This design comes from an exercise in tuning for small area and few clock cycles per item on the open sky130 flow, not from production work.
In this exercise RTL edits were held to simulation tests only and were not proved equivalent to the original.
Power and IR drop assume default switching activity.

Design multi_channel_echo_ranger, start of the top module:
module multi_channel_echo_ranger (
   input  logic                            clock,
   input  logic                            reset,
   input  logic                            req_valid,
   output logic                            req_ready,
   input  logic                            req_operation,
   input  logic [mcer_pkg::CHANNELS-1:0]   req_echo_levels,
   output logic                            rsp_valid,
   input  logic                            rsp_ready,
   output logic                            rsp_trigger,
   output logic                            rsp_complete,
   output logic [mcer_pkg::CHANNELS-1:0]   rsp_done_mask,
   output logic                            rsp_timed_out,
   output logic [mcer_pkg::DIST_W-1:0]     rsp_distance_0,
   output logic [mcer_pkg::DIST_W-1:0]     rsp_distance_1,
   output logic [mcer_pkg::DIST_W-1:0]     rsp_distance_2,
   output logic [mcer_pkg::DIST_W-1:0]     rsp_distance_3,
   input  logic                            csr_write_en,
   input  logic [mcer_pkg::CSR_IDX_W-1:0]  csr_index,
   input  logic [mcer_pkg::CSR_W-1:0]      csr_write_data
);
   localparam int CH = mcer_pkg::CHANNELS;
   logic [CH-1:0]                  channel_enable_ff;
   logic [mcer_pkg::TIMEOUT_W-1:0] timeout_ff;
   logic [mcer_pkg::SCALE_W-1:0]   scale_ff;
   mcer_pkg::phase_type            phase_ff, phase_in;
   logic [mcer_pkg::CNT_W-1:0]     count_ff, count_in, count_dec;
   logic [mcer_pkg::CNT_W:0]       borrow;
   logic                           accept;
   logic                           start;
   logic                           measure;
   logic                           mult;
   logic                           all_done;
   logic                           all_done_ff;
   logic                           expired;
   logic                           finish;
   logic                           trigger;
   logic [CH-1:0]                  lane_done_next;
   logic [CH-1:0]                  lane_done;
   logic [CH*mcer_pkg::DIST_W-1:0] lane_ndistance;
   logic [CH*mcer_pkg::DIST_W-1:0] rsp_distance;
   always_ff @(posedge clock) begin
      if (reset) begin
         channel_enable_ff <= mcer_pkg::ENABLE_RESET;
         timeout_ff        <= mcer_pkg::TIMEOUT_RESET;
         scale_ff          <= mcer_pkg::SCALE_RESET;
      end else if (csr_write_en) begin
         unique case (csr_index)
  ...
Size: about 1100 cells after synthesis, about 200 flip-flops, roughly 130 I/O pins, roughly 0.0097 mm2 of cells after synthesis.
export LEC_CHECK = 0
export ABC_AREA = 1
export CAP_MARGIN = 20
export CORE_MARGIN = 2
export CORE_UTILIZATION = 40
export PLACE_DENSITY = 0.6
export SLEW_MARGIN = 20
create_clock -name core_clock -period 10.0 [get_ports {clock}]
standard.sh (not shown) runs the stock make flow with config.mk's settings and CLKGATE_MAP_FILE= SYNTH_SCRIPT=/design/flow/synth_recipe.tcl, a recipe that flattens the netlist after the stock synthesis.
==> flow/flow/run.sh <==
#!/bin/bash
# The standard layout (the standard.sh, standard synthesis unchanged), with
# - the port buffers that buffer_ports inserts made the smallest buffer cell, buf_1;
# - clock tree synthesis with clkbuf_8 buffers and no dummy loads.
set -euo pipefail
bash standard.sh \
   BUFFER_PORTS_ARGS="-buffer_cell sky130_fd_sc_hd__buf_1" \
   CTS_ARGS="-sink_clustering_enable -repair_clock_nets -buf_list sky130_fd_sc_hd__clkbuf_8 -sink_buffer_max_cap_derate 0.025 -dont_use_dummy_load" \
   finish > standard.log 2>&1
Testbench counts at the start, summed over its fixed seeds: cycles 157,232, items 151,224.
Edit:
--- a/flow/flow/run.sh
+++ b/flow/flow/run.sh
@@ -6,4 +6,4 @@
 bash standard.sh \
    BUFFER_PORTS_ARGS="-buffer_cell sky130_fd_sc_hd__buf_1" \
-   CTS_ARGS="-sink_clustering_enable -repair_clock_nets -buf_list sky130_fd_sc_hd__clkbuf_8 -sink_buffer_max_cap_derate 0.025 -dont_use_dummy_load" \
+   CTS_ARGS="-sink_clustering_enable -repair_clock_nets -buf_list sky130_fd_sc_hd__clkbuf_8 -dont_use_dummy_load" \
    finish > standard.log 2>&1
Result:
- The changed run produced a clean layout
- wire length does not change
- combinational power barely changes
- hold slack is unchanged
Edit:
==> flow/run.sh (new file) <==
#!/bin/bash
# synth_recipe.tcl (not shown) runs the flow's synth.tcl, then flattens the netlist and writes it again
# the make line also repeats each setting of config.mk as NAME=value (left out here)
make -C /OpenROAD-flow-scripts/flow DESIGN_CONFIG=/design/flow/config.mk WORK_HOME=/design/flow/orfs CLKGATE_MAP_FILE= SYNTH_SCRIPT=/design/flow/synth_recipe.tcl finish
- CTS_BUF_LIST: default -> sky130_fd_sc_hd__clkbuf_8
removed: flow/flow/run.sh
removed: flow/standard.sh
After rerunning: Clock skew decreases by 0.019 ns; count of clock-buffer cells in the layout increases by 3; cell area increases by roughly a tenth.
Edit:
==> flow/flow/run.sh (new file) <==
#!/bin/bash
# The standard layout (the standard.sh, standard synthesis unchanged), with
# - the port buffers that buffer_ports inserts made the smallest buffer cell, buf_1;
# - clock tree synthesis with clkbuf_8 buffers, clusters of up to 25 sinks, and no dummy loads.
set -euo pipefail
bash standard.sh \
   BUFFER_PORTS_ARGS="-buffer_cell sky130_fd_sc_hd__buf_1" \
   CTS_ARGS="-sink_clustering_enable -repair_clock_nets -buf_list sky130_fd_sc_hd__clkbuf_8 -sink_clustering_size 25 -dont_use_dummy_load" \
   finish > standard.log 2>&1
==> flow/standard.sh (new file) <==
#!/bin/bash
# synth_recipe.tcl (not shown) runs the flow's synth.tcl, then flattens the netlist and writes it again
# the make line also repeats each setting of config.mk as NAME=value (left out here)
make -C /OpenROAD-flow-scripts/flow DESIGN_CONFIG=/design/flow/config.mk WORK_HOME=/design/flow/orfs CLKGATE_MAP_FILE= SYNTH_SCRIPT=/design/flow/synth_recipe.tcl "${@:-finish}"
- CTS_BUF_LIST: sky130_fd_sc_hd__clkbuf_8 -> default
removed: flow/run.sh
Clock skew rose by 0.019 ns.
Sequential power stays flat.
Via count fell by a few percent.
Die area is unchanged.
Clock-buffer cell count went down by 3.
Worst setup slack gets better by 0.35 ns.
Hold slack got worse by 0.010 ns.
Edit:
==> flow/flow/run.sh (replaced) <==
#!/bin/bash
# The standard layout (the standard.sh, standard synthesis unchanged), with
# - the port buffers that buffer_ports inserts made the smallest buffer cell, buf_1;
# - clock tree synthesis with clkbuf_16 buffers, clusters of up to 40 sinks, and no dummy loads.
set -euo pipefail
bash standard.sh \
   BUFFER_PORTS_ARGS="-buffer_cell sky130_fd_sc_hd__buf_1" \
   CTS_ARGS="-sink_clustering_enable -repair_clock_nets -buf_list sky130_fd_sc_hd__clkbuf_16 -sink_clustering_size 40 -sink_clustering_max_diameter 100 -dont_use_dummy_load" \
   finish > standard.log 2>&1
The new run completed with no timing, DRC or antenna violations.
Clock skew falls by 0.011 ns.
Synthesized cell count does not change.
Utilization is higher by 0.79 points.
Sequential cell count is unchanged.
First-iteration DRC count went down by a few percent.

port drivers added, routing unchanged:
The results above use ideal ports. As a check the final layouts listed here were re-extracted and re-timed, cells and wires unchanged. Step 1, drivers: a clkbuf_16 drives clock and a buf_2 each remaining input, both assumed. Step 2 moves the port delays by t, midway between the first and last clock arrival at a register: inputs arrive t later, outputs are due t later. That takes back most of the time a late clock gives input paths. Three values: ideal, step 1, step 2; two values: the first two.
| run | t, ns | slack for setup (ns) | slew at the worst register clock pin (ns) |
|---|---|---|---|
| the first run | 0.506 | 0.659 / 0.682 / 0.177 | 0.11 / 0.11 |
| the second run | 0.506 | 0.659 / 0.682 / 0.177 | 0.11 / 0.11 |
| the third run | 0.502 | 0.314 / 0.332 / -0.170 | 0.10 / 0.10 |
| the fourth run | 0.506 | 0.659 / 0.682 / 0.177 | 0.11 / 0.11 |
| the fifth run | 0.468 | 0.622 / 0.650 / 0.182 | 0.08 / 0.08 |
With both steps, setup timing fails in the third run, where it was met with ideal ports. For the third run, which loses most, drivers alone change the setup slack by +0.018 ns; drivers and shift together by -0.484 ns.
